This is an optimization exercise on Yosys and OpenROAD, whose aim is small area, not a production implementation.
At most, simulation tests tie the RTL to the original design; equivalence was not proved.
Function not checked in runs 4 to 6: the RTL went through the layout flow alone.
No activity file was given, so power comes from the tool's default toggle rates.

File: flow/flow/run.sh
#!/bin/bash
export BUFFER_PORTS_ARGS="-buffer_cell sky130_fd_sc_hd__buf_1"
export CTS_ARGS="-sink_clustering_enable -repair_clock_nets -dont_use_dummy_load -buf_list {sky130_fd_sc_hd__clkbuf_4 sky130_fd_sc_hd__clkbuf_8} -sink_clustering_size 24"
bash standard.sh > standard.log 2>&1
File: flow/standard.sh
#!/bin/bash
# synth_recipe.tcl (not shown) runs the flow's synth.tcl, then flattens the netlist and writes it again
# the make line also repeats each setting of config.mk as NAME=value (left out here)
make -C /OpenROAD-flow-scripts/flow DESIGN_CONFIG=/design/flow/config.mk WORK_HOME=/design/flow/orfs CLKGATE_MAP_FILE= SYNTH_SCRIPT=/design/flow/synth_recipe.tcl "${@:-finish}"
File: flow/config.mk
export PLATFORM = sky130hd
export DESIGN_NAME = cpu_top
export DESIGN_NICKNAME = cpu_top
export VERILOG_FILES = /design/flow/design.v
export SDC_FILE = /design/flow/constraint.sdc
export NUM_CORES = 4
export LEC_CHECK = 0
export CAP_MARGIN = 20
export CORE_MARGIN = 2
export CORE_UTILIZATION = 70
export SLEW_MARGIN = 20
File: flow/constraint.sdc
create_clock -name core_clock -period 7.0 [get_ports {clk}]
set_input_delay 1.4000 -clock core_clock [delete_from_list [all_inputs] [get_ports {clk}]]
set_output_delay 1.4000 -clock core_clock [all_outputs]
set_load 0.01 [all_outputs]
File: flow/design.v
`timescale 1ns/1ns
module cpu_top (
    input  logic        clk,
    input  logic        rst,
    input  logic [15:0] mem_rdata,
    output logic [15:0] mem_addr,
    output logic [15:0] mem_wdata,
    output logic        mem_we,
    output logic        halted
);
    logic [3:0]        ph;      
    logic              init;    
    logic [11:0]       ir;      
    logic [7:0][15:0]  regs;
    logic [15:0]       pc;
    logic              pcc;     
    logic [13:0]       mar;
    logic [13:0]       mdr;
    logic              zf, cf;
    wire pb = ph[3];
    wire c0 = (ph[2:0] == 3'd0);
    wire [5:0] op = ir[11:6];
    wire [2:0] rx = ir[5:3];
    wire [2:0] ry = ir[2:0];
    wire i_halt = (op == 6'd0);
    wire i_not  = (op == 6'd4);
    wire i_and  = (op == 6'd7);
    wire i_or   = (op == 6'd8);
    wire i_xor  = (op == 6'd9);
    wire i_add  = (op == 6'd10);
    wire i_sub  = (op == 6'd12);
    wire i_cmp  = (op == 6'd16);
    wire i_jmp  = (op == 6'd23);
    wire i_jz   = (op == 6'd24);
    wire i_jnz  = (op == 6'd25);
    wire i_jc   = (op == 6'd26);
    wire i_jnc  = (op == 6'd27);
    wire i_mov  = (op == 6'd32);
    wire i_ld   = (op == 6'd33);
    wire i_ldi  = (op == 6'd35);
    wire i_st   = (op == 6'd37);
    wire i_jump = i_jmp | i_jz | i_jnz | i_jc | i_jnc;
    wire take   = i_jmp | (i_jz & zf) | (i_jnz & ~zf) | (i_jc & cf) | (i_jnc & ~cf);
    wire i_alu  = i_not | i_and | i_or | i_xor | i_add | i_sub | i_cmp;
    wire i_ari  = i_add | i_sub | i_cmp;
    wire i_subm = i_sub | i_cmp;
    wire i_wr   = i_not | i_and | i_or | i_xor | i_add | i_sub | i_mov | i_ld | i_ldi;
    wire [1:0] px = regs[rx][1:0];
    wire [1:0] py = regs[ry][1:0];
    wire [1:0] dat = c0 ? mem_rdata[1:0] : mdr[1:0];
    wire cin = c0 ? 1'b0 : cf;
    wire s0  = px[0] ^ py[0] ^ cin;
    wire a0  = px[0] ^ i_subm;
    wire k0  = (a0 & py[0]) | (a0 & cin) | (py[0] & cin);
    wire s1  = px[1] ^ py[1] ^ k0;
    wire a1  = px[1] ^ i_subm;
    wire k1  = (a1 & py[1]) | (a1 & k0) | (py[1] & k0);
    logic [1:0] res;
    always_comb begin
        res = {s1, s0};
        if (i_not)      res = ~px;
        else if (i_and) res = px & py;
        else if (i_or)  res = px | py;
        else if (i_xor) res = px ^ py;
        else if (i_mov) res = py;
        else if (i_ld | i_ldi) res = dat;
    end
    wire [1:0] wd = init ? 2'b00 : res;
    wire inc   = pb ? (i_ldi | (i_jump & ~take)) : 1'b1;
    wire pcin  = c0 ? inc : pcc;
    wire q0    = pc[0] ^ pcin;
    wire kq    = pc[0] & pcin;
    wire q1    = pc[1] ^ kq;
    wire [1:0] pc_new = init ? 2'b00 : ((pb & i_jump & take) ? dat : {q1, q0});
    wire       mrg  = ~pb & (i_st | i_ld);
    wire [1:0] pa   = i_st ? px : py;
    always_ff @(posedge clk or posedge rst) begin
        if (rst) begin
            ph     <= 4'b1000;
            init   <= 1'b1;
            halted <= 1'b0;
            zf     <= 1'b0;
            cf     <= 1'b0;
        end else begin
            ph <= ph + 4'd1;
            if (ph == 4'b1111)
                init <= 1'b0;
            if (!init && pb && i_halt)
                halted <= 1'b1;
            if (!init && pb && i_alu) begin
                zf <= (c0 | zf) & (res == 2'b00);
                cf <= i_ari & k1;
            end
        end
    end
    always_ff @(posedge clk) begin
        for (int r = 0; r < 8; r++) begin
            if (init || (pb && i_wr && rx == 3'(r)))
                regs[r] <= {wd, regs[r][15:2]};
            else
                regs[r] <= {regs[r][1:0], regs[r][15:2]};
        end
        pc  <= {pc_new, pc[15:2]};
        pcc <= pc[1] & kq;
        mar <= {(mrg ? pa : pc_new), mar[13:2]};
        if (pb && c0)
            mdr <= mem_rdata[15:2];
        else
            mdr <= {py, mdr[13:2]};
        if (!pb && c0)
            ir <= mem_rdata[15:4];
    end
    assign mem_addr  = {mar, (pb & (i_st | i_ld)) ? pa : pc[1:0]};
    assign mem_wdata = {mdr, py};
    assign mem_we    = pb & c0 & i_st & ~init & ~halted;
endmodule
==> results of run 1 <==
==> logic make-up after synthesis <==
| family | Yosys count | share of synthesized area |
|---|---|---|
| simple gates | 141 | 0.120 |
| compound gates | 54 | 0.0700 |
| mux | 32 | 0.0659 |
| xor+xnor | 8 | 0.0120 |
| flops | 193 | 0.691 |
| buf+inv | 31 | 0.0234 |
| fa+ha+maj | 8 | 0.0172 |
==> stage by stage <==
stage / hold WS (ns) / utilization / power, mW / setup slack, ns / instances
after floorplan: 0.310 / - / 1.18 / 3.92 / 467
after global placement: 0.310 / 0.745 / 1.20 / 3.61 / 604
after detailed placement: 0.312 / 0.745 / 1.20 / 3.56 / 604
after CTS: 0.296 / 0.773 / 1.71 / 3.09 / 621
after global routing: 0.298 / 0.773 / 1.75 / 3.01 / 621
final: 0.290 / 0.773 / 1.70 / 3.12 / 621
==> flip-flops by register name (all words and copies together) (netlist names) <==
signal,flops
halted,1
zf,1
ph,4
mar,14
cf,1
mdr,14
pcc,1
regs,128
pc,16
ir,12
init,1
==> where the power goes <==
part           internal [mW]  switching [mW]  total [mW]
registers               1.11          0.0130        1.13
clock network          0.215           0.303       0.519
logic                 0.0206          0.0289      0.0495
total                   1.35           0.345        1.70
==> worst min-delay path by stage <==
stage | start | end | slack [ns] | depth (start not counted)
finish | regs[27] | regs[25] | 0.29 | 0
CTS | regs[27] | regs[25] | 0.30 | 0
global route | regs[27] | regs[25] | 0.30 | 0
global placement | regs[75] | regs[73] | 0.31 | 0
detailed placement | pc[13] | pc[11] | 0.31 | 0
floorplan | pc[2] | pc[0] | 0.31 | 0
==> critical path, delay by kind of cell, from the launching register on <==
kind / cells / cell delay [ns]
buffers and inverters: 1 / 0.13
muxes: 4 / 1.38
DFF: 1 / 0.56
==> placed cells by master (no fill, tap or decap), drive strengths merged, types with 7 or more instances in the layout <==
| cell | instances |
|---|---|
| mux2i | 24 |
| nand3 | 9 |
| nor2b | 7 |
| nand2 | 59 |
| dfxtp | 173 |
| nor3b | 7 |
| edfxtp | 12 |
| nor2 | 27 |
| a21oi | 8 |
| ha | 8 |
| buf | 51 |
| o21ai | 9 |
| clkbuf | 17 |
| inv | 12 |
==> area by class of cell <==
cell class	count	area share
Sequential cell	193	0.640
Tap cell	105	0.0209
Multi-Input combinational cell	243	0.264
Clock buffer	17	0.0372
Inverter	12	0.00716
Timing Repair Buffer	51	0.0304
==> metal layers <==
layer / share of wire / vias up / GRT usage
met5: 0 / - / 0
li1: - / 1697 / -
met3: 0.072 / 19 / 0.0798
met4: 0.016 / 0 / 0.0930
met1: 0.44 / 1676 / 0.327
met2: 0.47 / 144 / 0.422
==> impl_metrics.yaml, run 1 <==
sta:
  hold_viol_final: 0
  setup_viol: 0
  slew_violations: 0
  max_freq_mhz: 258
  period_share: 0.554
  slew-limit-headroom: 0.298
  tns_ns: 0
  skew_ns: 0.0396
  tightest_slew_ns: 1.05
  min_period_ns: 3.88
  rsz0062_at_grt: "no"
logic_synthesis:
  ys_types: 57
  synth_top_area_frac: 0.595
  ys_ff_latch: 193
  ys_warn_count: 1
  synth_enable_flop_cells: 12
  syn-mean-instance-area_um2: 12.5
  syn_nets: 493
  synth_cells: 467
  yosys-top-cells-count: "dfxtp_1 (173), nand2_1 (59), nor2_1 (27)"
  synth_area_leaders: "dfxtp_1 (59%), edfxtp_1 (6.2%), mux2i_1 (4.0%), nand2_1 (3.8%), dfrtp_1 (2.6%)"
  synth_area_um2: 5820
  seq_area_frac_synth: 0.691
  yosysMostFrequentCell: "dfxtp_1"
  async_reset_ff_frac: 0.0415
  yosysTopAreaCell: "dfxtp_1"
  ys.flop_type: "dfxtp_1"
setup_path:
  rr_endpoint: "regs[14]"
  crit_arrival_ns: 2.48
  slowest_stage: "mux4_1"
  crit_path_end_kind: "primary output"
  rr_startpoint: "ir[4]"
  worst_ep_required_time_ns: 5.60
  path_class: "reg -> out"
  startpoint: "ir[4]"
  reg2reg_slack_ns: 3.80
  cp_cell_sequence: "mux4_1 -> mux2i_4 -> mux2i_1 -> mux2_2 -> buf_1"
  cp_max_fo: 8
  slowest_delay_ns: 0.66
  startpoint_type: "flop"
  endpoint: "mem_addr[0]"
  r2r_cells: 8
detailed_routing:
  vias_per_cell: 5.69
  wl_per_cell_um: 17.7
  drtIter0Drc: 248
  wirelength_um: 11000
  vias: 3536
  drc: 0
  dr.pass1.iters: 7
  ant_nets: 0
clock_network:
  cts_hold_buf: 0
  cts_buffer_depth: 2
  path_clk_slew_ns: 0.12
  cts_resized: 0
  cts_setup_buffers: 0
  clkSinkCount: 193
  cts_tree: "built"
  htree_levels: 4
  cts-root-buf: "clkbuf_8"
  clk_latency_ns: 0.45
  cts_inserted_buffers: 17
global_routing:
  grt_pass1_wl_um: 17100
  overflow: 0
  antenna_found_initial: 0
  grt_pass1_vias: 3395
  grt_usage: 0.259
  grt_max_degree: 23
placement:
  dpl_cell_area_um2: 6060
  dp_hpwl_um: 7840
  io_buffer_count: 51
  gp_congestion: 0.911
floorplan:
  start_util: 0.716
  die-area_um2: 9070
  rows: 33
  die_x_um: 95.2
  num_io_pins: 52
  coreArea_um2: 8130
  die_h_um: 95.2
layout:
  seq_area_um2: 4030
  area.growth.synth_to_final_pct: 7.99
  final_area_um2: 6290
  nets: 544
  diodes: 0
  nFillCells: 493
  drive_gt1_frac: 0.0601
  multi_input_area_um2: 1660
pwr:
  max-vdd-ir-drop_mv: 0.258
  power_density_nw_per_um2: 270
  leakage_nw: 2.58
hold_path:
  hold_class: "reg -> reg"
run:
  drv_cap: 0
outcome:
  outcome: "finished clean"
==> run 2, diff against run 1 <==
==> flow/flow/run.sh (replaced) <==
#!/bin/bash
export BUFFER_PORTS_ARGS="-buffer_cell sky130_fd_sc_hd__buf_1"
export CTS_ARGS="-sink_clustering_enable -repair_clock_nets -dont_use_dummy_load -buf_list sky130_fd_sc_hd__clkbuf_8"
bash standard.sh > standard.log 2>&1
==> impl_metrics.yaml, run 2 <==
outcome:
  outcome: "finished clean"
clock_network:
  cts_tree: "built"
  clk_latency_ns: 0.45
  cts-root-buf: "clkbuf_8"
  cts_resized: 0
  cts_setup_buffers: 0
  htree_levels: 4
  path_clk_slew_ns: 0.12
  cts_inserted_buffers: 17
  clkSinkCount: 193
  cts_buffer_depth: 2
  cts_hold_buf: 0
layout:
  top_register: "regs"
  diodes: 0
  nets: 544
  multi_input_area_um2: 1660
  final_common_cell: "dfxtp_1"
  seq_area_um2: 4030
  largest_reg_flops: 128
  mostFrequentLayoutCells: "dfxtp_1 (173), nand2_1 (59), buf_1 (51), nor2_1 (27), mux2i_1 (23)"
  utilization: 0.773
  nFillCells: 493
  reg.largest.list: "regs x128, pc x16"
  drive_gt1_frac: 0.0601
  area.growth.synth_to_final_pct: 7.99
floorplan:
  die_h_um: 95.2
  num_io_pins: 52
  die-area_um2: 9070
  die_x_um: 95.2
  rows: 33
  coreArea_um2: 8130
  start_util: 0.716
setup_path:
  crit_arrival_ns: 2.48
  rr_endpoint: "regs[14]"
  startpoint_type: "flop"
  reg2reg_slack_ns: 3.80
  worst_ep_required_time_ns: 5.60
  cp_max_fo: 8
  rr_startpoint: "ir[4]"
  crit_path_end_kind: "primary output"
  path_class: "reg -> out"
  r2r_cells: 8
global_routing:
  grt_usage: 0.259
  antenna_found_initial: 0
  grt_pass1_vias: 3395
  grt_pass1_wl_um: 17100
  overflow: 0
  grt_max_degree: 23
logic_synthesis:
  ys.flop_type: "dfxtp_1"
  yosys-top-cells-count: "dfxtp_1 (173), nand2_1 (59), nor2_1 (27)"
  ys_ff_latch: 193
  seq_area_frac_synth: 0.691
  yosysTopAreaCell: "dfxtp_1"
  synth_enable_flop_cells: 12
  async_reset_ff_frac: 0.0415
  synth_top_area_frac: 0.595
  synth_area_um2: 5820
  synth_cells: 467
  ys_warn_count: 1
  synth_area_leaders: "dfxtp_1 (59%), edfxtp_1 (6.2%), mux2i_1 (4.0%), nand2_1 (3.8%), dfrtp_1 (2.6%)"
  yosysMostFrequentCell: "dfxtp_1"
  syn-mean-instance-area_um2: 12.5
  syn_nets: 493
  ys_types: 57
detailed_routing:
  vias: 3536
  wirelength_um: 11000
  drtIter0Drc: 248
  wl_per_cell_um: 17.7
  dr.pass1.iters: 7
  vias_per_cell: 5.69
  drc: 0
  ant_nets: 0
placement:
  gp_congestion: 0.911
  dp_hpwl_um: 7840
  io_buffer_count: 51
sta:
  tns_ns: 0
  rsz0062_at_grt: "no"
  max_freq_mhz: 258
  setup_viol: 0
  min_period_ns: 3.88
  skew_ns: 0.0396
  tightest_slew_ns: 1.05
  slew-limit-headroom: 0.298
  slew_violations: 0
  hold_viol_final: 0
  period_share: 0.554
pwr:
  leakage_nw: 2.58
  max-vdd-ir-drop_mv: 0.258
  power_density_nw_per_um2: 270
hold_path:
  hold_class: "reg -> reg"
  min_path_cells: 0
  hp-start: "regs[27]"
  hold_end: "regs[25]"
run:
  drv_cap: 0
[run 2: cell counts in the layout (fill, tap and decap cells not counted)]
No cell type changed its count.
[run 2: layout make-up]
cell class	count	area share
clock buffers	17	0.0372
inverters	12	0.00716
multi-input cells	243	0.264
flip-flops and latches	193	0.640
well taps	105	0.0209
repair buffers	51	0.0304
[run 2: metal layers]
layer	vias to the layer above	GRT usage	wire length, µm
li1	1697	-	-
met1	1676	0.327	4850
met2	144	0.422	5200
met3	19	0.0798	794
met4	0	0.0930	178
met5	-	0	0
[run 2: cell families (layout without fill, tap and decap cells)]
logic type / Yosys count / in the layout / synth area share
AOI/OAI and AO/OA: 54 / 54 / 0.0700
xor gates and xnor gates: 8 / 8 / 0.0120
adders and majority gates: 8 / 8 / 0.0172
buffers and inverters: 31 / 80 / 0.0234
DFF: 193 / 193 / 0.691
muxes: 32 / 32 / 0.0659
and+or+nand+nor: 141 / 141 / 0.120
[run 2: report_power, final]
group	internal, mW	switching (mW)	leakage (nW)
clock network	0.215	0.303	0.122
logic	0.0206	0.0289	0.835
registers	1.11	0.0130	1.62
[run 2: stage by stage]
step                      power [mW]  instance area [µm²]  instances  hold slack, ns  setup slack (ns)
after floorplan                 1.18                 5820        467           0.310              3.92
after detailed placement        1.20                 6060        604           0.312              3.56
after CTS                       1.71                 6290        621           0.296              3.09
after global placement          1.20                 6060        604           0.310              3.61
after global routing            1.75                 6290        621           0.298              3.01
final                           1.70                 6290        621           0.290              3.12
[run 2: critical path, cell delays in order (launching register included)]
cell	delay [ns]
edfxtp_1	0.56
mux4_1	0.66
mux2i_4	0.26
mux2i_1	0.15
mux2_2	0.31
buf_1	0.13
[run 2: how the worst max path moves through the flow]
| stage | endpoint | startpoint | cells past startpoint |
|---|---|---|---|
| finish | mem_addr[0] | ir[4] | 5 |
| global route | mem_addr[0] | ir[4] | 5 |
| CTS | mem_addr[0] | ir[4] | 5 |
| detailed placement | mem_addr[0] | ir[4] | 5 |
| global placement | mem_addr[0] | ir[4] | 5 |
| floorplan | mem_addr[0] | ir[4] | 5 |
==> run 3, diff against run 2 <==
==> flow/flow/run.sh (replaced) <==
#!/bin/bash
export BUFFER_PORTS_ARGS="-buffer_cell sky130_fd_sc_hd__buf_1"
export CTS_ARGS="-sink_clustering_enable -repair_clock_nets -dont_use_dummy_load -buf_list sky130_fd_sc_hd__clkbuf_8 -sink_clustering_size 30 -sink_clustering_max_diameter 80"
bash standard.sh > standard.log 2>&1
==> impl_metrics.yaml, run 3 <==
floorplan:
  coreArea_um2: 8130
  start_util: 0.716
  die-area_um2: 9070
  die_x_um: 95.2
  die_h_um: 95.2
  rows: 33
  num_io_pins: 52
outcome:
  outcome: "finished clean"
setup_path:
  crit_arrival_ns: 2.48
  rr_endpoint: "regs[14]"
  cp_max_fo: 8
  worst_ep_required_time_ns: 5.60
  reg2reg_slack_ns: 3.80
  crit_path_end_kind: "primary output"
  startpoint_type: "flop"
  rr_startpoint: "ir[4]"
  endpoint: "mem_addr[0]"
  path_class: "reg -> out"
  r2r_cells: 8
  startpoint: "ir[4]"
sta:
  setup_viol: 0
  skew_ns: 0.0396
  min_period_ns: 3.88
  period_share: 0.554
  slew_violations: 0
  rsz0062_at_grt: "no"
  tns_ns: 0
  tightest_slew_ns: 1.05
  hold_viol_final: 0
  max_freq_mhz: 258
  slew-limit-headroom: 0.298
hold_path:
  hp-start: "regs[27]"
  hold_class: "reg -> reg"
  min_path_cells: 0
layout:
  mostFrequentLayoutCells: "dfxtp_1 (173), nand2_1 (59), buf_1 (51), nor2_1 (27), mux2i_1 (23)"
  drive_gt1_frac: 0.0601
  largest_reg_flops: 128
  reg.largest.list: "regs x128, pc x16"
  area.growth.synth_to_final_pct: 7.99
  final_common_cell: "dfxtp_1"
  nets: 544
  diodes: 0
  top_register: "regs"
detailed_routing:
  wl_per_cell_um: 17.7
  vias: 3536
  dr.pass1.iters: 7
  drc: 0
  drtIter0Drc: 248
  ant_nets: 0
  wirelength_um: 11000
  vias_per_cell: 5.69
clock_network:
  clk_latency_ns: 0.45
  cts_resized: 0
  path_clk_slew_ns: 0.12
  cts_tree: "built"
  cts_hold_buf: 0
  cts_inserted_buffers: 17
  cts_buffer_depth: 2
  cts-root-buf: "clkbuf_8"
  clkSinkCount: 193
  htree_levels: 4
  cts_setup_buffers: 0
pwr:
  max-vdd-ir-drop_mv: 0.258
  power_mw: 1.70
  leakage_nw: 2.58
  power_density_nw_per_um2: 270
global_routing:
  grt_max_degree: 23
  grt_usage: 0.259
  grt_pass1_wl_um: 17100
  antenna_found_initial: 0
  grt_pass1_vias: 3395
  overflow: 0
logic_synthesis:
  yosysTopAreaCell: "dfxtp_1"
  synth_top_area_frac: 0.595
  syn_nets: 493
  synth_cells: 467
  syn-mean-instance-area_um2: 12.5
  seq_area_frac_synth: 0.691
  async_reset_ff_frac: 0.0415
  ys_types: 57
  yosysMostFrequentCell: "dfxtp_1"
  synth_area_um2: 5820
  ys_ff_latch: 193
  synth_area_leaders: "dfxtp_1 (59%), edfxtp_1 (6.2%), mux2i_1 (4.0%), nand2_1 (3.8%), dfrtp_1 (2.6%)"
  synth_enable_flop_cells: 12
  ys.flop_type: "dfxtp_1"
  yosys-top-cells-count: "dfxtp_1 (173), nand2_1 (59), nor2_1 (27)"
  ys_warn_count: 1
run:
  drv_cap: 0
placement:
  gp_congestion: 0.911
  dp_hpwl_um: 7840
  io_buffer_count: 51
## run 3: cell counts after synthesis
No cell type changed its count.
## run 3: cells by family (layout without fill, tap and decap cells)
kind of cell	Yosys count	count (layout)	share of synthesized area
flops	193	193	0.691
simple gates	141	141	0.120
compound gates	54	54	0.0700
mux	32	32	0.0659
buf+inv	31	80	0.0234
fa+ha+maj	8	8	0.0172
xor+xnor	8	8	0.0120
## run 3: stage by stage
step / hold WS, ns / util / instances / worst slack, ns / cell area (µm²)
2_1_floorplan: 0.310 / - / 467 / 3.92 / 5820
4_1_cts: 0.296 / 0.773 / 621 / 3.09 / 6290
6_report: 0.290 / 0.773 / 621 / 3.12 / 6290
3_3_place_gp: 0.310 / 0.745 / 604 / 3.61 / 6060
5_1_grt: 0.298 / 0.773 / 621 / 3.01 / 6290
3_5_place_dp: 0.312 / 0.745 / 604 / 3.56 / 6060
## run 3: worst min path at each step
stage                     to  slack [ns]
detailed placement    pc[11]        0.31
global placement    regs[73]        0.31
global route        regs[25]        0.30
CTS                 regs[25]        0.30
finish              regs[25]        0.29
floorplan              pc[0]        0.31
## run 3: critical path: stages, from the launching register on
cell and delay, ns:
edfxtp_1 0.56, mux4_1 0.66, mux2i_4 0.26, mux2i_1 0.15, mux2_2 0.31, buf_1 0.13
## run 3: cell type report
cell class	instances	area, µm²
flip-flops and latches	193	4030
fillers	493	1840
multi-input cells	243	1660
clock buffers	17	234
repair buffers	51	191
well taps	105	131
inverters	12	45.0
## run 3: metal layers
metal / global-route usage / up-vias / routed length (µm)
met5: 0 / - / 0
met4: 0.0930 / 0 / 178
met3: 0.0798 / 19 / 794
met2: 0.422 / 144 / 5200
met1: 0.327 / 1676 / 4850
li1: - / 1697 / -
## run 3: where the power goes
part	leakage [nW]	internal, mW	switching, mW
combinational	0.835	0.0206	0.0289
clock	0.122	0.215	0.303
sequential	1.62	1.11	0.0130
total	2.58	1.35	0.345
==> run 4, diff against run 3 <==
--- a/flow/design.v
+++ b/flow/design.v
@@ -22,29 +22,29 @@
     wire [5:0] op = ir[11:6];
     wire [2:0] rx = ir[5:3];
     wire [2:0] ry = ir[2:0];
+    wire lo   = ~op[5] & ~op[4];                  
     wire i_halt = (op == 6'd0);
-    wire i_not  = (op == 6'd4);
-    wire i_and  = (op == 6'd7);
-    wire i_or   = (op == 6'd8);
-    wire i_xor  = (op == 6'd9);
-    wire i_add  = (op == 6'd10);
-    wire i_sub  = (op == 6'd12);
     wire i_cmp  = (op == 6'd16);
+    wire i_alu  = (lo & ((op[3:0] == 4'd4) | (op[3:0] == 4'd7) | (op[3:0] == 4'd8) |
+                         (op[3:0] == 4'd9) | (op[3:0] == 4'd10) | (op[3:0] == 4'd12))) | i_cmp;
+    wire hi   = (op[5:3] == 3'b100);             
+    wire i_mov  = hi & (op[2:0] == 3'd0);
+    wire i_ld   = hi & (op[2:0] == 3'd1);
+    wire i_ldi  = hi & (op[2:0] == 3'd3);
+    wire i_st   = hi & (op[2:0] == 3'd5);
     wire i_jmp  = (op == 6'd23);
-    wire i_jz   = (op == 6'd24);
-    wire i_jnz  = (op == 6'd25);
-    wire i_jc   = (op == 6'd26);
-    wire i_jnc  = (op == 6'd27);
-    wire i_mov  = (op == 6'd32);
-    wire i_ld   = (op == 6'd33);
-    wire i_ldi  = (op == 6'd35);
-    wire i_st   = (op == 6'd37);
-    wire i_jump = i_jmp | i_jz | i_jnz | i_jc | i_jnc;
-    wire take   = i_jmp | (i_jz & zf) | (i_jnz & ~zf) | (i_jc & cf) | (i_jnc & ~cf);
-    wire i_alu  = i_not | i_and | i_or | i_xor | i_add | i_sub | i_cmp;
-    wire i_ari  = i_add | i_sub | i_cmp;
-    wire i_subm = i_sub | i_cmp;
-    wire i_wr   = i_not | i_and | i_or | i_xor | i_add | i_sub | i_mov | i_ld | i_ldi;
+    wire i_jcc  = (op[5:2] == 4'b0110);           
+    wire i_wr   = (i_alu & ~op[4]) | i_mov | i_ld | i_ldi;
+    wire cond   = (op[1] ? cf : zf) ^ op[0];
+    wire i_jt   = i_jmp | (i_jcc & cond);
+    wire i_jn   = i_jcc & ~cond;
+    wire i_ari  = op[4] | (op[3] & (op[2] | op[1]));    
+    wire i_subm = op[4] | op[2];                         
+    wire i_and  = ~op[3] & op[0];                        
+    wire i_not  = ~op[3] & ~op[0];
+    wire i_or   = op[3] & ~op[0];
+    wire i_xor  = op[3] & op[0];
+    wire i_dat  = op[5] & op[0];                         
     wire [1:0] px = regs[rx][1:0];
     wire [1:0] py = regs[ry][1:0];
     wire [1:0] dat = c0 ? mem_rdata[1:0] : mdr[1:0];
@@ -57,21 +57,20 @@
     wire k1  = (a1 & py[1]) | (a1 & k0) | (py[1] & k0);
     logic [1:0] res;
     always_comb begin
-        res = {s1, s0};
-        if (i_not)      res = ~px;
+        if (op[5])      res = op[0] ? dat : py;    
+        else if (i_ari) res = {s1, s0};
+        else if (i_not) res = ~px;
         else if (i_and) res = px & py;
         else if (i_or)  res = px | py;
-        else if (i_xor) res = px ^ py;
-        else if (i_mov) res = py;
-        else if (i_ld | i_ldi) res = dat;
+        else            res = px ^ py;
     end
     wire [1:0] wd = init ? 2'b00 : res;
-    wire inc   = pb ? (i_ldi | (i_jump & ~take)) : 1'b1;
+    wire inc   = pb ? (i_ldi | i_jn) : 1'b1;
     wire pcin  = c0 ? inc : pcc;
     wire q0    = pc[0] ^ pcin;
     wire kq    = pc[0] & pcin;
     wire q1    = pc[1] ^ kq;
-    wire [1:0] pc_new = init ? 2'b00 : ((pb & i_jump & take) ? dat : {q1, q0});
+    wire [1:0] pc_new = init ? 2'b00 : ((pb & i_jt) ? dat : {q1, q0});
     wire       mrg  = ~pb & (i_st | i_ld);
     wire [1:0] pa   = i_st ? px : py;
     always_ff @(posedge clk or posedge rst) begin
==> flow/flow/run.sh (replaced) <==
#!/bin/bash
export BUFFER_PORTS_ARGS="-buffer_cell sky130_fd_sc_hd__buf_1"
export CTS_ARGS="-sink_clustering_enable -repair_clock_nets -dont_use_dummy_load -buf_list sky130_fd_sc_hd__clkbuf_8 -sink_clustering_size 30"
bash standard.sh > standard.log 2>&1
==> impl_metrics.yaml, run 4 <==
setup_path:
  cp_max_fo: 16
  crit_arrival_ns: 2.44
  path_class: "reg -> out"
  crit_path_end_kind: "primary output"
  startpoint_type: "flop"
  worst_ep_required_time_ns: 5.60
layout:
  mostFrequentLayoutCells: "dfxtp_1 (173), buf_1 (51), nor2_1 (27), mux2_2 (19)"
  diodes: 0
  drive_gt1_frac: 0.130
  final_common_cell: "dfxtp_1"
  nets: 489
  largest_reg_flops: 128
  utilization: 0.793
  reg.largest.list: "regs x128, pc x16"
  nFillCells: 403
  final_area_um2: 6190
  top_register: "regs"
  area.growth.synth_to_final_pct: 8.34
logic_synthesis:
  synth_top_area_frac: 0.606
  syn_nets: 434
  synth_enable_flop_cells: 12
  ys_ff_latch: 193
  synth_area_leaders: "dfxtp_1 (61%), edfxtp_1 (6.3%), mux2_2 (3.7%), mux2i_1 (3.0%), dfrtp_1 (2.6%)"
  seq_area_frac_synth: 0.704
  yosys-top-cells-count: "dfxtp_1 (173), nor2_1 (27), mux2_2 (19)"
  async_reset_ff_frac: 0.0415
  ys_warn_count: 1
  yosysTopAreaCell: "dfxtp_1"
  syn-mean-instance-area_um2: 14.0
  ys_types: 58
  ys.flop_type: "dfxtp_1"
  yosysMostFrequentCell: "dfxtp_1"
  synth_area_um2: 5720
  synth_cells: 408
clock_network:
  cts_hold_buf: 0
  cts_setup_buffers: 0
  cts_resized: 0
  htree_levels: 4
  clkSinkCount: 193
  cts_buffer_depth: 2
  path_clk_slew_ns: 0.10
  cts_inserted_buffers: 17
  cts_tree: "built"
  cts-root-buf: "clkbuf_8"
  clk_latency_ns: 0.45
floorplan:
  start_util: 0.732
  num_io_pins: 52
  die_h_um: 94.4
  die-area_um2: 8910
  rows: 32
  coreArea_um2: 7810
  die_x_um: 94.4
sta:
  tightest_slew_ns: 0.921
  tns_ns: 0
  setup_ws_ns: 3.16
  min_period_ns: 3.84
  setup_viol: 0
  rsz0062_at_grt: "no"
  skew_ns: 0.0375
  slew_violations: 0
  slew-limit-headroom: 0.384
  period_share: 0.549
  hold_ws_ns: 0.295
  max_freq_mhz: 260
  hold_viol_final: 0
placement:
  dpl_cell_area_um2: 5960
  io_buffer_count: 51
  dp_hpwl_um: 7600
  place_ws_ns: 3.59
  gp_congestion: 0.866
pwr:
  max-vdd-ir-drop_mv: 0.216
  leakage_nw: 2.49
  power_density_nw_per_um2: 275
detailed_routing:
  wl_met3_um: 810
  topRoutingLayerUsed: "met4"
  ant_nets: 0
  wl_per_cell_um: 19.5
  drc: 0
  wirelength_um: 11000
  vias_per_cell: 5.70
  wl_met1_um: 4560
  vias: 3210
  dr.pass1.iters: 4
  wl_met2_um: 5350
  drtIter0Drc: 308
global_routing:
  grt_max_degree: 24
  grt_pass1_vias: 3259
  overflow: 0
  grt_usage: 0.274
  antenna_found_initial: 0
  grt_pass1_wl_um: 17500
run:
  drv_cap: 0
hold_path:
  hold_class: "reg -> reg"
outcome:
  outcome: "finished clean"
run 4: path summary, 6_finish.rpt:
| check | from | endpoint | slack [ns] | depth (start not counted) |
|---|---|---|---|---|
| worst max-delay path | ph[0] | mem_we | 3.16 | 6 |
| worst min-delay path | regs[121] | regs[119] | 0.29 | 0 |
| worst max register to register | ir[4] | regs[79] | 3.63 | 10 |
| worst min register to register | regs[121] | regs[119] | 0.29 | 0 |
| max in group asynchronous | rst | init | 5.82 | 2 |
| min in group asynchronous | rst | ph[1] | 0.86 | 2 |
run 4: where the power goes:
part	total (mW)	leakage (nW)	internal [mW]	switching (mW)
sequential	1.13	1.62	1.11	0.0116
clock	0.530	0.122	0.215	0.315
combinational	0.0463	0.745	0.0201	0.0262
run 4: kinds of logic (layout without fill, tap and decap cells):
logic type,after synthesis,count (layout),share of synthesized area
DFF,193,193,0.704
and+or+nand+nor,83,83,0.0773
muxes,45,45,0.103
AOI/OAI and AO/OA,43,43,0.0646
buffers and inverters,30,83,0.0232
adders and majority gates,8,8,0.0175
xor gates and xnor gates,6,6,0.0105
run 4: metrics by stage:
step / instances / total power, mW
3_3_place_gp: 546 / 1.19
6_report: 563 / 1.70
5_1_grt: 563 / 1.76
4_1_cts: 563 / 1.71
3_5_place_dp: 546 / 1.20
2_1_floorplan: 408 / 1.18
run 4: final cells by class:
cell class	count	area, µm²	area share
tap	102	128	0.0206
inverter	15	56.3	0.00909
clock buffer	17	234	0.0378
multi-input combinational	185	1560	0.252
timing repair buffer	51	191	0.0309
sequential	193	4030	0.650
run 4: worst max-delay path, cell delays in order (launching register included):
cell	delay (ns)
dfrtp_1	0.40
inv_1	0.09
ha_1	0.16
nor2b_1	0.32
nand2_1	0.48
nor4_1	0.41
buf_1	0.18
run 4: per-layer routing:
layer | track usage | up-vias
li1 | - | 1512
met1 | 0.353 | 1542
met2 | 0.438 | 131
met3 | 0.0934 | 25
met4 | 0.0942 | 0
met5 | 0 | -
==> run 5, diff against run 4 <==
==> flow/flow/run.sh (replaced) <==
#!/bin/bash
export BUFFER_PORTS_ARGS="-buffer_cell sky130_fd_sc_hd__buf_1"
export CTS_ARGS="-repair_clock_nets -dont_use_dummy_load -buf_list sky130_fd_sc_hd__clkbuf_8"
bash standard.sh > standard.log 2>&1
==> impl_metrics.yaml, run 5 <==
outcome:
  outcome: "finished clean"
detailed_routing:
  dr.pass1.iters: 4
  vias: 3210
  vias_per_cell: 5.70
  ant_nets: 0
  wirelength_um: 11000
  drtIter0Drc: 308
  drc: 0
  wl_per_cell_um: 19.5
clock_network:
  cts_setup_buffers: 0
  cts_tree: "built"
  path_clk_slew_ns: 0.10
  cts_inserted_buffers: 17
  cts_hold_buf: 0
  clkSinkCount: 193
  clk_latency_ns: 0.45
  cts_buffer_depth: 2
  htree_levels: 4
  cts-root-buf: "clkbuf_8"
  cts_resized: 0
layout:
  top_register: "regs"
  final_common_cell: "dfxtp_1"
  area.growth.synth_to_final_pct: 8.34
  largest_reg_flops: 128
  diodes: 0
  nFillCells: 403
  multi_input_area_um2: 1560
  nets: 489
  reg.largest.list: "regs x128, pc x16"
  drive_gt1_frac: 0.130
  mostFrequentLayoutCells: "dfxtp_1 (173), buf_1 (51), nor2_1 (27), mux2_2 (19)"
  seq_area_um2: 4030
logic_synthesis:
  syn-mean-instance-area_um2: 14.0
  synth_top_area_frac: 0.606
  ys_types: 58
  seq_area_frac_synth: 0.704
  yosysTopAreaCell: "dfxtp_1"
  yosysMostFrequentCell: "dfxtp_1"
  ys_ff_latch: 193
  synth_enable_flop_cells: 12
  synth_area_leaders: "dfxtp_1 (61%), edfxtp_1 (6.3%), mux2_2 (3.7%), mux2i_1 (3.0%), dfrtp_1 (2.6%)"
  synth_area_um2: 5720
  yosys-top-cells-count: "dfxtp_1 (173), nor2_1 (27), mux2_2 (19)"
  syn_nets: 434
  ys.flop_type: "dfxtp_1"
  synth_cells: 408
  ys_warn_count: 1
  async_reset_ff_frac: 0.0415
setup_path:
  cp_cell_sequence: "inv_1 -> ha_1 -> nor2b_1 -> nand2_1 -> nor4_1 -> buf_1"
  cp_max_fo: 16
  worst-path-buf-inv: 2
  worst_ep_required_time_ns: 5.60
  crit_arrival_ns: 2.44
  slowest_delay_ns: 0.48
  slowest_stage: "nand2_1"
  crit_path_end_kind: "primary output"
  path_class: "reg -> out"
  startpoint_type: "flop"
  cp_top_family: "simple AND/OR/NAND/NOR gates"
placement:
  gp_congestion: 0.866
  io_buffer_count: 51
  dp_hpwl_um: 7600
  place_ws_ns: 3.59
sta:
  skew_ns: 0.0375
  max_freq_mhz: 260
  setup_viol: 0
  rsz0062_at_grt: "no"
  slew_violations: 0
  tns_ns: 0
  setup_ws_ns: 3.16
  period_share: 0.549
  hold_viol_final: 0
  min_period_ns: 3.84
  tightest_slew_ns: 0.921
  hold_ws_ns: 0.295
  slew-limit-headroom: 0.384
floorplan:
  die_x_um: 94.4
  start_util: 0.732
  num_io_pins: 52
  die_h_um: 94.4
  die-area_um2: 8910
  rows: 32
  coreArea_um2: 7810
pwr:
  power_density_nw_per_um2: 275
  leakage_nw: 2.49
  max-vdd-ir-drop_mv: 0.216
global_routing:
  antenna_found_initial: 0
  grt_max_degree: 24
  grt_usage: 0.274
  grt_pass1_wl_um: 17500
  overflow: 0
  grt_pass1_vias: 3259
run:
  drv_cap: 0
hold_path:
  hold_class: "reg -> reg"
==> run 5: cell counts after synthesis <==
No cell type changed its count.
==> run 5: worst paths after layout <==
kind	from	end	slack, ns	depth (start not counted)
worst max-delay path	ph[0]	mem_we	3.16	6
worst min register to register	regs[121]	regs[119]	0.29	0
min in group asynchronous	rst	ph[1]	0.86	2
max in group asynchronous	rst	init	5.82	2
worst min-delay path	regs[121]	regs[119]	0.29	0
worst max register to register	ir[4]	regs[79]	3.63	10
==> run 5: metrics by stage <==
| step | util | instances | area, µm² | power, mW |
|---|---|---|---|---|
| 2_1_floorplan | - | 408 | 5720 | 1.18 |
| 3_3_place_gp | 0.763 | 546 | 5960 | 1.19 |
| 3_5_place_dp | 0.763 | 546 | 5960 | 1.20 |
| 4_1_cts | 0.793 | 563 | 6190 | 1.71 |
| 5_1_grt | 0.793 | 563 | 6190 | 1.76 |
| 6_report | 0.793 | 563 | 6190 | 1.70 |
==> run 5: logic make-up (layout without fill, tap and decap cells) <==
| kind of cell | Yosys count | in the layout | synth area share |
|---|---|---|---|
| AO/OA/AOI/OAI | 43 | 43 | 0.0646 |
| flip-flops | 193 | 193 | 0.704 |
| adder cells (fa/ha/maj) | 8 | 8 | 0.0175 |
| multiplexers | 45 | 45 | 0.103 |
| XOR/XNOR | 6 | 6 | 0.0105 |
| AND/OR/NAND/NOR | 83 | 83 | 0.0773 |
| buffers and inverters | 30 | 83 | 0.0232 |
==> run 5: area by class of cell <==
type / count / area share
timing repair buffer: 51 / 0.0309
inverter: 15 / 0.00909
tap: 102 / 0.0206
multi-input combinational: 185 / 0.252
sequential: 193 / 0.650
clock buffer: 17 / 0.0378
==> run 5: layer usage <==
layer,GRT usage,vias to the layer above,part of all wire
met3,0.0934,25,0.074
met2,0.438,131,0.49
li1,-,1512,-
met5,0,-,0
met1,0.353,1542,0.42
met4,0.0942,0,0.022
==> run 5: where the power goes <==
part | switching [mW] | total, mW | internal [mW] | leakage (nW)
clock network | 0.315 | 0.530 | 0.215 | 0.122
logic | 0.0262 | 0.0463 | 0.0201 | 0.745
registers | 0.0116 | 1.13 | 1.11 | 1.62
==> run 6, diff against run 5 <==
==> flow/flow/run.sh (replaced) <==
#!/bin/bash
# The standard layout, with three changes:
#  - synthesis maps logic with an area-oriented abc script (flow/area.abc)
#  - ports are buffered with buf_1
#  - the clock tree uses clkbuf_8 and no dummy loads
set -e
F=$PWD/flow
export MY_ABC_SCRIPT=$F/area.abc
export FLOW_SYNTH=$PWD/synth_recipe.tcl
sed "s#SYNTH_SCRIPT=[^ ]*#SYNTH_SCRIPT=$F/my_synth.tcl#" standard.sh > my_standard.sh
export BUFFER_PORTS_ARGS="-buffer_cell sky130_fd_sc_hd__buf_1"
export CTS_ARGS="-sink_clustering_enable -repair_clock_nets -dont_use_dummy_load -buf_list sky130_fd_sc_hd__clkbuf_8"
bash my_standard.sh > standard.log 2>&1
==> flow/flow/area.abc (new file) <==
strash
dc2
dch -f
amap -F 20 -A 30
==> flow/flow/my_synth.tcl (new file) <==
# The standard flow's synthesis, with an area-oriented abc script in place of ORFS's
proc abc {args} {
  set out {}
  set skip 0
  foreach a $args {
    if {$skip} { set skip 0; continue }
    if {$a eq "-script" || $a eq "-D"} { set skip 1; continue }
    lappend out $a
  }
  yosys abc -script $::env(MY_ABC_SCRIPT) {*}$out
}
source $::env(FLOW_SYNTH)
==> impl_metrics.yaml, run 6 <==
global_routing:
  grt_pass1_wl_um: 16700
  grt_pass1_vias: 3341
  overflow: 0
  grt_max_degree: 22
  antenna_found_initial: 0
  grt_usage: 0.267
sta:
  setup_ws_ns: 2.77
  skew_ns: 0.0480
  rsz0062_at_grt: "no"
  hold_viol_final: 0
  period_share: 0.605
  min_period_ns: 4.23
  max_freq_mhz: 236
  tns_ns: 0
  slew-limit-headroom: 0.282
  tightest_slew_ns: 1.07
  setup_viol: 0
  hold_ws_ns: 0.288
  slew_violations: 0
layout:
  fin_cells: 580
  multi_input_area_um2: 1080
  final_common_cell: "dfxtp_1"
  reg.largest.list: "regs x128, pc x16"
  nets: 509
  final_area_um2: 5830
  nFillCells: 426
  diodes: 0
  area.growth.synth_to_final_pct: 10.5
  utilization: 0.800
  largest_reg_flops: 128
  mostFrequentLayoutCells: "dfxtp_1 (173), buf_1 (51), clkinv_1 (46), o22ai_1 (34), nor2_1 (22)"
  drive_gt1_frac: 0.0416
  seq_area_um2: 4030
  top_register: "regs"
logic_synthesis:
  synth_cells: 413
  ys_warn_count: 1
  synth_enable_flop_cells: 12
  syn_nets: 439
  seq_area_frac_synth: 0.763
  synth_top_area_frac: 0.656
  ys.flop_type: "dfxtp_1"
  syn-mean-instance-area_um2: 12.8
  yosys-top-cells-count: "dfxtp_1 (173), clkinv_1 (46), o22ai_1 (34)"
  async_reset_ff_frac: 0.0415
  yosysTopAreaCell: "dfxtp_1"
  synth_area_um2: 5280
  synth_area_leaders: "dfxtp_1 (66%), edfxtp_1 (6.8%), o22ai_1 (4.0%), clkinv_1 (3.3%), dfrtp_1 (2.8%)"
  ys_types: 31
  yosysMostFrequentCell: "dfxtp_1"
  ys_ff_latch: 193
placement:
  place_ws_ns: 3.10
  gp_congestion: 0.971
  place_inst: 563
  io_buffer_count: 51
  dp_hpwl_um: 7070
  dpl_cell_area_um2: 5600
pwr:
  switchingPower_mw: 0.353
  sequentialPowerShare: 0.660
  max-vdd-ir-drop_mv: 0.157
  power_density_nw_per_um2: 291
  leakage_nw: 2.31
  clkPwrFrac: 0.311
  pwr-share-comb: 0.030
  power_mw: 1.70
  p_sw_frac: 0.208
  p_int_mw: 1.35
clock_network:
  cts_resized: 0
  cts_setup_buffers: 0
  clkSinkCount: 193
  htree_levels: 4
  cts_buffer_depth: 2
  cts-root-buf: "clkbuf_8"
  cts_hold_buf: 0
  clk_latency_ns: 0.45
  cts_tree: "built"
  cts_inserted_buffers: 17
  path_clk_slew_ns: 0.11
floorplan:
  coreArea_um2: 7290
  start_util: 0.724
  die-area_um2: 8250
  die_h_um: 90.9
  rows: 31
  num_io_pins: 52
  die_x_um: 90.9
setup_path:
  worst_ep_required_time_ns: 5.60
  slowest_stage: "edfxtp_1"
  slowest_delay_ns: 0.47
  cp_max_fo: 6
  crit_arrival_ns: 2.83
  startpoint_type: "flop"
  cp_cell_sequence: "clkinv_1 -> or3_1 -> or3_1 -> nor2_1 -> clkinv_1 -> o22ai_1 -> a21oi_1 -> buf_1"
  reg2reg_slack_ns: 3.27
  path_class: "reg -> out"
  crit_path_end_kind: "primary output"
run:
  drv_cap: 0
detailed_routing:
  drtIter0Drc: 278
  ant_nets: 0
  vias: 3375
  vias_per_cell: 5.82
  drc: 0
  wl_per_cell_um: 18.0
  dr.pass1.iters: 5
  wirelength_um: 10400
hold_path:
  hold_class: "reg -> reg"
outcome:
  outcome: "finished clean"
[run 6: power by group through the flow]
stage          clock (mW)  sequential, mW  combinational (mW)
6_report            0.528            1.12              0.0504
5_1_grt             0.573            1.12              0.0543
4_1_cts             0.528            1.12              0.0490
3_5_place_dp            0            1.15              0.0486
3_3_place_gp            0            1.15              0.0464
2_1_floorplan           0            1.14              0.0320
[run 6: cell type report]
| type | count | area share |
|---|---|---|
| tap | 99 | 0.0212 |
| sequential | 193 | 0.690 |
| multi-input combinational | 174 | 0.186 |
| clock buffer | 17 | 0.0401 |
| timing repair buffer | 51 | 0.0328 |
| inverter | 46 | 0.0296 |
[run 6: cells by family after synthesis]
family / synth area share
DFF: 0.763
AOI/OAI and AO/OA: 0.123
and+or+nand+nor: 0.0633
buffers and inverters: 0.0327
adders and majority gates: 0.0190
[run 6: layer usage]
layer	global-route usage	vias up	routed length, µm
met5	0	-	0
met4	0.119	0	269
met3	0.0618	33	704
met2	0.434	175	5070
met1	0.344	1601	4390
li1	-	1566	-
[run 6: path summary, 6_finish.rpt]
| path | from | to | depth (start not counted) |
|---|---|---|---|
| worst max-delay path | ir[11] | mem_addr[1] | 8 |
| worst min-delay path | regs[59] | regs[57] | 0 |
| worst max register to register | ir[3] | regs[31] | 13 |
| worst min register to register | regs[59] | regs[57] | 0 |
| max in group asynchronous | rst | ph[3] | 2 |
| min in group asynchronous | rst | cf | 2 |
[run 6: worst max-delay path, delay by kind of cell (launching register included)]
kind	cells	cell delay [ns]
buf+inv	3	0.54
compound gates	2	0.34
flops	1	0.47
simple gates	3	1.07
==> run 7, diff against run 6 <==
--- a/flow/design.v
+++ b/flow/design.v
@@ -71,8 +71,9 @@
     wire kq    = pc[0] & pcin;
     wire q1    = pc[1] ^ kq;
     wire [1:0] pc_new = init ? 2'b00 : ((pb & i_jt) ? dat : {q1, q0});
-    wire       mrg  = ~pb & (i_st | i_ld);
-    wire [1:0] pa   = i_st ? px : py;
+    wire       i_m  = hi & ~op[1] & op[0];           
+    wire       mrg  = ~pb & i_m;
+    wire [1:0] pa   = op[2] ? px : py;            
     always_ff @(posedge clk or posedge rst) begin
         if (rst) begin
             ph     <= 4'b1000;
@@ -102,14 +103,14 @@
         pc  <= {pc_new, pc[15:2]};
         pcc <= pc[1] & kq;
         mar <= {(mrg ? pa : pc_new), mar[13:2]};
-        if (pb && c0)
+        if (c0)
             mdr <= mem_rdata[15:2];
         else
             mdr <= {py, mdr[13:2]};
         if (!pb && c0)
             ir <= mem_rdata[15:4];
     end
-    assign mem_addr  = {mar, (pb & (i_st | i_ld)) ? pa : pc[1:0]};
+    assign mem_addr  = {mar, (pb & i_m) ? pa : pc[1:0]};
     assign mem_wdata = {mdr, py};
     assign mem_we    = pb & c0 & i_st & ~init & ~halted;
 endmodule
==> impl_metrics.yaml, run 7 <==
global_routing:
  antenna_found_initial: 0
  grt_pass1_wl_um: 16600
  grt_max_degree: 22
  overflow: 0
  grt_pass1_vias: 3269
  grt_usage: 0.269
logic_synthesis:
  ys_types: 30
  ys_warn_count: 1
  yosysTopAreaCell: "dfxtp_1"
  seq_area_frac_synth: 0.763
  synth_cells: 410
  ys.flop_type: "dfxtp_1"
  synth_top_area_frac: 0.657
  syn_nets: 436
  yosys-top-cells-count: "dfxtp_1 (173), clkinv_1 (48), o22ai_1 (36)"
  synth_area_um2: 5280
  yosysMostFrequentCell: "dfxtp_1"
  syn-mean-instance-area_um2: 12.9
  synth_enable_flop_cells: 12
  synth_area_leaders: "dfxtp_1 (66%), edfxtp_1 (6.8%), o22ai_1 (4.3%), clkinv_1 (3.4%), dfrtp_1 (2.8%)"
  ys_ff_latch: 193
  async_reset_ff_frac: 0.0415
setup_path:
  rr_startpoint: "ph[0]"
  path_class: "reg -> out"
  worst_ep_required_time_ns: 5.60
  rr_endpoint: "regs[15]"
  reg2reg_slack_ns: 3.02
  startpoint_type: "flop"
  crit_arrival_ns: 2.78
  crit_path_end_kind: "primary output"
  cp_max_fo: 9
  r2r_cells: 14
pwr:
  power_mw: 1.71
  clkPwrFrac: 0.305
  max-vdd-ir-drop_mv: 0.284
  pwr-share-comb: 0.036
  leakage_nw: 2.29
  sequentialPowerShare: 0.659
  switchingPower_mw: 0.355
  p_sw_frac: 0.208
  power_density_nw_per_um2: 293
  p_int_mw: 1.35
hold_path:
  min_path_cells: 0
  hold_end: "regs[53]"
  hold_class: "reg -> reg"
  hp-start: "regs[55]"
sta:
  tns_ns: 0
  slew-limit-headroom: 0.351
  min_period_ns: 4.18
  max_freq_mhz: 239
  setup_viol: 0
  tightest_slew_ns: 0.963
  period_share: 0.597
  rsz0062_at_grt: "no"
  slew_violations: 0
  hold_viol_final: 0
  skew_ns: 0.0316
floorplan:
  num_io_pins: 52
  die_x_um: 90.8
  die-area_um2: 8250
  start_util: 0.723
  coreArea_um2: 7290
  rows: 31
  die_h_um: 90.8
clock_network:
  cts_hold_buf: 0
  clkSinkCount: 193
  cts_inserted_buffers: 17
  cts_setup_buffers: 0
  cts_resized: 0
  cts_tree: "built"
  path_clk_slew_ns: 0.10
  cts_buffer_depth: 2
  htree_levels: 4
  clk_latency_ns: 0.45
  cts-root-buf: "clkbuf_8"
detailed_routing:
  vias: 3346
  drtIter0Drc: 291
  dr.pass1.iters: 5
  wl_per_cell_um: 18.0
  ant_nets: 0
  vias_per_cell: 5.80
  wirelength_um: 10400
  drc: 0
placement:
  io_buffer_count: 51
  gp_congestion: 0.920
  dp_hpwl_um: 7100
layout:
  nets: 506
  area.growth.synth_to_final_pct: 10.4
  nFillCells: 440
  top_register: "regs"
  mostFrequentLayoutCells: "dfxtp_1 (173), buf_1 (51), clkinv_1 (48), o22ai_1 (36), nand2_1 (19)"
  diodes: 0
  final_common_cell: "dfxtp_1"
  largest_reg_flops: 128
  drive_gt1_frac: 0.0397
  reg.largest.list: "regs x128, pc x16"
run:
  drv_cap: 0
outcome:
  outcome: "finished clean"
-- run 7: how the worst max path moves through the flow --
| stage | startpoint | to | slack (ns) | depth (start not counted) |
|---|---|---|---|---|
| after floorplan | ir[2] | mem_addr[1] | 3.88 | 7 |
| after global placement | ir[2] | mem_addr[1] | 3.40 | 8 |
| after detailed placement | ph[0] | regs[31] | 3.12 | 14 |
| after CTS | ir[2] | mem_addr[1] | 2.87 | 8 |
| after global routing | ph[0] | regs[111] | 2.52 | 14 |
| final | ir[2] | mem_addr[1] | 2.82 | 8 |
-- run 7: cell families (layout without fill, tap and decap cells) --
| family | after synthesis | after routing | synth area share |
|---|---|---|---|
| buffers and inverters | 48 | 116 | 0.0342 |
| AO/OA/AOI/OAI | 99 | 99 | 0.128 |
| adder cells (fa/ha/maj) | 8 | 8 | 0.0190 |
| AND/OR/NAND/NOR | 62 | 62 | 0.0553 |
| flip-flops | 193 | 193 | 0.763 |
-- run 7: critical path, stage by stage (launching register included) --
cell	delay (ns)
edfxtp_1	0.53
clkinv_1	0.21
a22oi_1	0.12
o22a_1	0.22
o22ai_1	0.47
clkinv_1	0.31
o22ai_1	0.26
a21oi_1	0.10
buf_1	0.14
-- run 7: per-stage QoR --
step | area, µm² | setup WS, ns | hold WS (ns) | instances | util
after global routing | 5820 | 2.52 | 0.299 | 577 | 0.799
final | 5820 | 2.82 | 0.292 | 577 | 0.799
after floorplan | 5280 | 3.88 | 0.310 | 410 | -
after detailed placement | 5590 | 3.12 | 0.312 | 560 | 0.767
after CTS | 5820 | 2.87 | 0.293 | 577 | 0.799
after global placement | 5590 | 3.40 | 0.310 | 560 | 0.767
-- run 7: power by group through the flow --
stage	clock, mW	combinational [mW]	sequential, mW
2_1_floorplan	0	0.0363	1.15
3_3_place_gp	0	0.0568	1.15
3_5_place_dp	0	0.0591	1.15
4_1_cts	0.529	0.0599	1.13
5_1_grt	0.569	0.0668	1.13
6_report	0.521	0.0614	1.13
-- run 7: layer usage --
metal,up-vias,track usage,part of all wire
met5,-,0,0
met4,0,0.114,0.029
met3,37,0.0776,0.062
met2,164,0.425,0.47
met1,1580,0.351,0.44
li1,1565,-,-
-- run 7: area by class of cell --
class | count | area, µm² | area share
Inverter | 48 | 180 | 0.0309
Sequential cell | 193 | 4030 | 0.691
Timing Repair Buffer | 51 | 191 | 0.0329
Tap cell | 99 | 124 | 0.0213
Multi-Input combinational cell | 169 | 1070 | 0.183
Clock buffer | 17 | 234 | 0.0402
==> run 8, diff against run 7 <==
--- a/flow/flow/run.sh
+++ b/flow/flow/run.sh
@@ -9,5 +9,5 @@
 export FLOW_SYNTH=$PWD/synth_recipe.tcl
 sed "s#SYNTH_SCRIPT=[^ ]*#SYNTH_SCRIPT=$F/my_synth.tcl#" standard.sh > my_standard.sh
 export BUFFER_PORTS_ARGS="-buffer_cell sky130_fd_sc_hd__buf_1"
-export CTS_ARGS="-sink_clustering_enable -repair_clock_nets -dont_use_dummy_load -buf_list sky130_fd_sc_hd__clkbuf_8"
+export CTS_ARGS="-sink_clustering_enable -repair_clock_nets -dont_use_dummy_load -buf_list sky130_fd_sc_hd__clkbuf_16 -sink_clustering_size 30 -sink_clustering_levels 1"
 bash my_standard.sh > standard.log 2>&1
==> impl_metrics.yaml, run 8 <==
sta:
  tightest_slew_ns: 0.970
  rsz0062_at_grt: "no"
  hold_viol_final: 0
  skew_ns: 0.0217
  slew_violations: 0
  tns_ns: 0
  setup_viol: 0
  max_freq_mhz: 235
  setup_ws_ns: 2.74
  slew-limit-headroom: 0.351
  period_share: 0.608
  min_period_ns: 4.26
setup_path:
  crit_arrival_ns: 2.86
  slowest_delay_ns: 0.55
  worst_ep_required_time_ns: 5.60
  crit_path_end_kind: "primary output"
  slowest_stage: "edfxtp_1"
  path_class: "reg -> out"
  startpoint_type: "flop"
  cp_max_fo: 9
  cp_cell_sequence: "clkinv_1 -> a22oi_1 -> o22a_1 -> o22ai_1 -> clkinv_1 -> o22ai_1 -> a21oi_1 -> buf_1"
layout:
  reg.largest.list: "regs x128, pc x16"
  nets: 506
  area.growth.synth_to_final_pct: 14.0
  nFillCells: 390
  diodes: 0
  largest_reg_flops: 128
  final_common_cell: "dfxtp_1"
  drive_gt1_frac: 0.0397
  mostFrequentLayoutCells: "dfxtp_1 (173), buf_1 (51), clkinv_1 (48), o22ai_1 (36), nand2_1 (19)"
  top_register: "regs"
logic_synthesis:
  synth_area_um2: 5280
  syn_nets: 436
  yosysTopAreaCell: "dfxtp_1"
  syn-mean-instance-area_um2: 12.9
  ys_warn_count: 1
  yosysMostFrequentCell: "dfxtp_1"
  synth_area_leaders: "dfxtp_1 (66%), edfxtp_1 (6.8%), o22ai_1 (4.3%), clkinv_1 (3.4%), dfrtp_1 (2.8%)"
  ys_ff_latch: 193
  ys_types: 30
  ys.flop_type: "dfxtp_1"
  synth_cells: 410
  synth_top_area_frac: 0.657
  yosys-top-cells-count: "dfxtp_1 (173), clkinv_1 (48), o22ai_1 (36)"
  seq_area_frac_synth: 0.763
  synth_enable_flop_cells: 12
  async_reset_ff_frac: 0.0415
placement:
  io_buffer_count: 51
  gp_congestion: 0.920
  dp_hpwl_um: 7100
  place_ws_ns: 3.12
clock_network:
  htree_levels: 4
  cts_tree: "built"
  cts_buffer_depth: 2
  cts_inserted_buffers: 17
  cts_resized: 0
  cts_setup_buffers: 0
  clkSinkCount: 193
  clk_latency_ns: 0.42
  path_clk_slew_ns: 0.08
  cts_hold_buf: 0
  cts-root-buf: "clkbuf_16"
detailed_routing:
  drtIter0Drc: 289
  drc: 0
  dr.pass1.iters: 4
  vias: 3371
  wl_per_cell_um: 19.3
  ant_nets: 0
  wirelength_um: 11100
  vias_per_cell: 5.84
global_routing:
  grt_pass1_vias: 3356
  overflow: 0
  grt_usage: 0.283
  grt_max_degree: 22
  antenna_found_initial: 0
  grt_pass1_wl_um: 17400
outcome:
  outcome: "finished clean"
floorplan:
  coreArea_um2: 7290
  die_h_um: 90.8
  rows: 31
  die-area_um2: 8250
  num_io_pins: 52
  die_x_um: 90.8
  start_util: 0.723
pwr:
  leakage_nw: 2.38
  power_density_nw_per_um2: 325
  power_mw: 1.96
  max-vdd-ir-drop_mv: 0.249
hold_path:
  hold_class: "reg -> reg"
run:
  drv_cap: 0
-- run 8: changes by cell type in the layout (fill, tap and decap cells not counted) --
cell       delta
clkbuf_16    +17
clkbuf_8     -17
-- run 8: layout make-up --
| cell class | instances | area [µm²] | area share |
|---|---|---|---|
| clock buffers | 17 | 425 | 0.0707 |
| inverters | 48 | 180 | 0.0300 |
| multi-input cells | 169 | 1070 | 0.178 |
| flip-flops and latches | 193 | 4030 | 0.669 |
| well taps | 99 | 124 | 0.0206 |
| repair buffers | 51 | 191 | 0.0318 |
-- run 8: report_power, final --
group          internal [mW]  switching [mW]  total [mW]  leakage, nW
Combinational         0.0212          0.0406      0.0618        0.543
Clock                  0.422           0.343       0.765        0.209
Sequential              1.12         0.00998        1.13         1.62
-- run 8: per-layer routing --
metal / share of wire / GRT usage / vias up
li1: - / - / 1569
met1: 0.42 / 0.360 / 1609
met2: 0.50 / 0.471 / 173
met3: 0.067 / 0.0760 / 20
met4: 0.019 / 0.0972 / 0
met5: 0 / 0 / -
-- run 8: logic make-up (layout without fill, tap and decap cells) --
kind of cell               count (synthesis)  count (layout)  share of synthesized area
DFF                                      193             193                      0.763
AOI/OAI and AO/OA                         99              99                      0.128
and+or+nand+nor                           62              62                     0.0553
buffers and inverters                     48             116                     0.0342
adders and majority gates                  8               8                     0.0190
-- run 8: path summary, 6_finish.rpt --
path,start,endpoint,slack (ns),cells after the start
setup / recovery,ir[2],mem_addr[1],2.74,8
hold / removal,regs[55],regs[53],0.30,0
setup reg to reg,ph[0],regs[15],3.00,14
hold reg to reg,regs[55],regs[53],0.30,0
max in group asynchronous,rst,init,5.85,2
min in group asynchronous,rst,zf,0.90,2
-- run 8: per-stage QoR --
stage	cell area, µm²	std cells	hold slack (ns)	utilization
floorplan	5280	410	0.310	-
global route	6020	577	0.309	0.825
CTS	6020	577	0.305	0.825
detailed placement	5590	560	0.312	0.767
finish	6020	577	0.305	0.825
global placement	5590	560	0.310	0.767
-- run 8: critical path, delay by kind of cell (launching register included) --
kind / cells / cell delay (ns)
compound gates: 5 / 1.23
buf+inv: 3 / 0.69
flops: 1 / 0.55
==> run 9, diff against run 8 <==
--- a/flow/flow/run.sh
+++ b/flow/flow/run.sh
@@ -9,5 +9,5 @@
 export FLOW_SYNTH=$PWD/synth_recipe.tcl
 sed "s#SYNTH_SCRIPT=[^ ]*#SYNTH_SCRIPT=$F/my_synth.tcl#" standard.sh > my_standard.sh
 export BUFFER_PORTS_ARGS="-buffer_cell sky130_fd_sc_hd__buf_1"
-export CTS_ARGS="-sink_clustering_enable -repair_clock_nets -dont_use_dummy_load -buf_list sky130_fd_sc_hd__clkbuf_16 -sink_clustering_size 30 -sink_clustering_levels 1"
+export CTS_ARGS="-sink_clustering_enable -repair_clock_nets -dont_use_dummy_load -buf_list sky130_fd_sc_hd__clkbuf_16 -sink_clustering_size 50 -wire_unit 200"
 bash my_standard.sh > standard.log 2>&1
==> impl_metrics.yaml, run 9 <==
detailed_routing:
  drtIter0Drc: 271
  ant_nets: 0
  wirelength_um: 11700
  drc: 0
  dr.pass1.iters: 5
  vias: 3408
  wl_per_cell_um: 20.3
  vias_per_cell: 5.91
logic_synthesis:
  ys_types: 30
  ys_ff_latch: 193
  yosysTopAreaCell: "dfxtp_1"
  syn-mean-instance-area_um2: 12.9
  synth_area_um2: 5280
  synth_top_area_frac: 0.657
  syn_nets: 436
  yosys-top-cells-count: "dfxtp_1 (173), clkinv_1 (48), o22ai_1 (36)"
  synth_area_leaders: "dfxtp_1 (66%), edfxtp_1 (6.8%), o22ai_1 (4.3%), clkinv_1 (3.4%), dfrtp_1 (2.8%)"
  ys.flop_type: "dfxtp_1"
  seq_area_frac_synth: 0.763
  yosysMostFrequentCell: "dfxtp_1"
  async_reset_ff_frac: 0.0415
  ys_warn_count: 1
  synth_cells: 410
  synth_enable_flop_cells: 12
sta:
  tightest_slew_ns: 1.07
  slew_violations: 0
  skew_ns: 0.0201
  slew-limit-headroom: 0.286
  setup_viol: 0
  max_freq_mhz: 233
  hold_ws_ns: 0.307
  period_share: 0.614
  min_period_ns: 4.30
  hold_viol_final: 0
  rsz0062_at_grt: "no"
  tns_ns: 0
placement:
  dpl_cell_area_um2: 5590
  gp_congestion: 0.920
  place_inst: 560
  dp_hpwl_um: 7100
  io_buffer_count: 51
clock_network:
  path_clk_slew_ns: 0.06
  htree_levels: 4
  cts-root-buf: "clkbuf_16"
  clk_latency_ns: 0.43
  cts_setup_buffers: 0
  cts_buffer_depth: 2
  cts_resized: 0
  cts_tree: "built"
  cts_hold_buf: 0
  clkSinkCount: 193
  cts_inserted_buffers: 17
hold_path:
  hold_class: "reg -> reg"
  hold_end: "regs[122]"
  hp-start: "regs[124]"
  min_path_cells: 0
global_routing:
  grt_pass1_wl_um: 18500
  grt_pass1_vias: 3465
  grt_usage: 0.303
  grt_max_degree: 22
  antenna_found_initial: 0
  overflow: 0
layout:
  multi_input_area_um2: 1070
  seq_area_um2: 4030
  final_common_cell: "dfxtp_1"
  area.growth.synth_to_final_pct: 14.0
  nFillCells: 393
  final_area_um2: 6020
  nets: 506
  diodes: 0
  largest_reg_flops: 128
  mostFrequentLayoutCells: "dfxtp_1 (173), buf_1 (51), clkinv_1 (48), o22ai_1 (36), nand2_1 (19)"
  utilization: 0.825
  drive_gt1_frac: 0.0397
  top_register: "regs"
  reg.largest.list: "regs x128, pc x16"
  fin_cells: 577
setup_path:
  startpoint_type: "flop"
  worst_ep_required_time_ns: 5.60
  path_class: "reg -> out"
  r2r_cells: 14
  cp_max_fo: 9
  reg2reg_slack_ns: 2.98
  crit_path_end_kind: "primary output"
  startpoint: "ir[2]"
  rr_startpoint: "ph[0]"
  crit_arrival_ns: 2.90
  rr_endpoint: "regs[127]"
floorplan:
  die_x_um: 90.8
  rows: 31
  die_h_um: 90.8
  start_util: 0.723
  num_io_pins: 52
  coreArea_um2: 7290
  die-area_um2: 8250
pwr:
  max-vdd-ir-drop_mv: 0.328
  power_density_nw_per_um2: 326
  leakage_nw: 2.38
outcome:
  outcome: "finished clean"
run:
  drv_cap: 0
## run 9: cell counts after synthesis
Identical to the previous run, type by type.
## run 9: routing by layer
metal	up-vias	wire, µm	GRT usage
met5	-	0	0
met4	0	306	0.116
met3	35	900	0.0943
met2	193	5780	0.513
met1	1614	4720	0.364
li1	1566	-	-
## run 9: worst max path at each step
stage,endpoint,slack (ns)
6_report,mem_addr[1],2.70
5_1_grt,regs[79],2.57
4_1_cts,mem_addr[1],2.87
3_5_place_dp,regs[31],3.12
3_3_place_gp,mem_addr[1],3.40
2_1_floorplan,mem_addr[1],3.88
## run 9: metrics by stage
step | setup WS (ns) | total power [mW]
final | 2.70 | 1.96
after detailed placement | 3.12 | 1.21
after floorplan | 3.88 | 1.19
after CTS | 2.87 | 1.96
after global placement | 3.40 | 1.21
after global routing | 2.57 | 2.01
## run 9: worst max-delay path: stages (launching register included)
cell,delay (ns)
edfxtp_1,0.54
clkinv_1,0.23
o22ai_1,0.15
o22a_1,0.20
o22ai_1,0.49
clkinv_1,0.33
o22ai_1,0.31
a21oi_1,0.12
buf_1,0.14
## run 9: layout make-up
cell class | instances | area share
Sequential cell | 193 | 0.669
Multi-Input combinational cell | 169 | 0.178
Clock buffer | 17 | 0.0707
Timing Repair Buffer | 51 | 0.0318
Inverter | 48 | 0.0300
Tap cell | 99 | 0.0206
## run 9: kinds of logic after synthesis
logic type	count (synthesis)	synth area share
compound gates	99	0.128
fa+ha+maj	8	0.0190
buf+inv	48	0.0342
flops	193	0.763
simple gates	62	0.0553
## run 9: where the power goes
part	internal [mW]	leakage (nW)	switching (mW)
Combinational	0.0213	0.543	0.0413
Clock	0.422	0.209	0.347
Sequential	1.12	1.62	0.0102
Total	1.56	2.38	0.398

==> port drivers added, routing unchanged <==
No port has a modelled driver above. Below, the same layouts with a new extraction and two added sets of constraints.
Step 1 assumes that a clkbuf_16 drives the clock port and a buf_2 every other input.
Step 2 times the ports against the registers' clock, not the clock port: input delays grow and output delays shrink by t, the midpoint of the rising clock arrivals with the driver on.
a / b / c = no drivers / after step 1 / after step 2; a / b = the first two.
| run | shift t [ns] | slack for setup (ns) | worst register clock-pin slew, ns | worst data-port slew with drivers (ns) | cell pins on the clock port's net |
|---|---|---|---|---|---|
| run 1 | 0.462 | 3.119 / 3.085 / 3.547 | 0.12 / 0.12 | 0.04 | 1 |
| run 2 | 0.462 | 3.119 / 3.085 / 3.547 | 0.12 / 0.12 | 0.04 | 1 |
| run 3 | 0.462 | 3.119 / 3.085 / 3.547 | 0.12 / 0.12 | 0.04 | 1 |
| run 4 | 0.462 | 3.158 / 3.124 / 3.586 | 0.10 / 0.10 | 0.04 | 1 |
| run 5 | 0.462 | 3.158 / 3.124 / 3.586 | 0.10 / 0.10 | 0.04 | 1 |
| run 6 | 0.456 | 2.766 / 2.735 / 3.190 | 0.11 / 0.11 | 0.03 | 1 |
| run 7 | 0.463 | 2.823 / 2.790 / 3.024 | 0.10 / 0.10 | 0.04 | 1 |
| run 8 | 0.446 | 2.744 / 2.704 / 3.004 | 0.08 / 0.08 | 0.04 | 1 |
| run 9 | 0.454 | 2.703 / 2.663 / 2.984 | 0.08 / 0.08 | 0.04 | 1 |
After both steps every run listed still meets setup and hold.
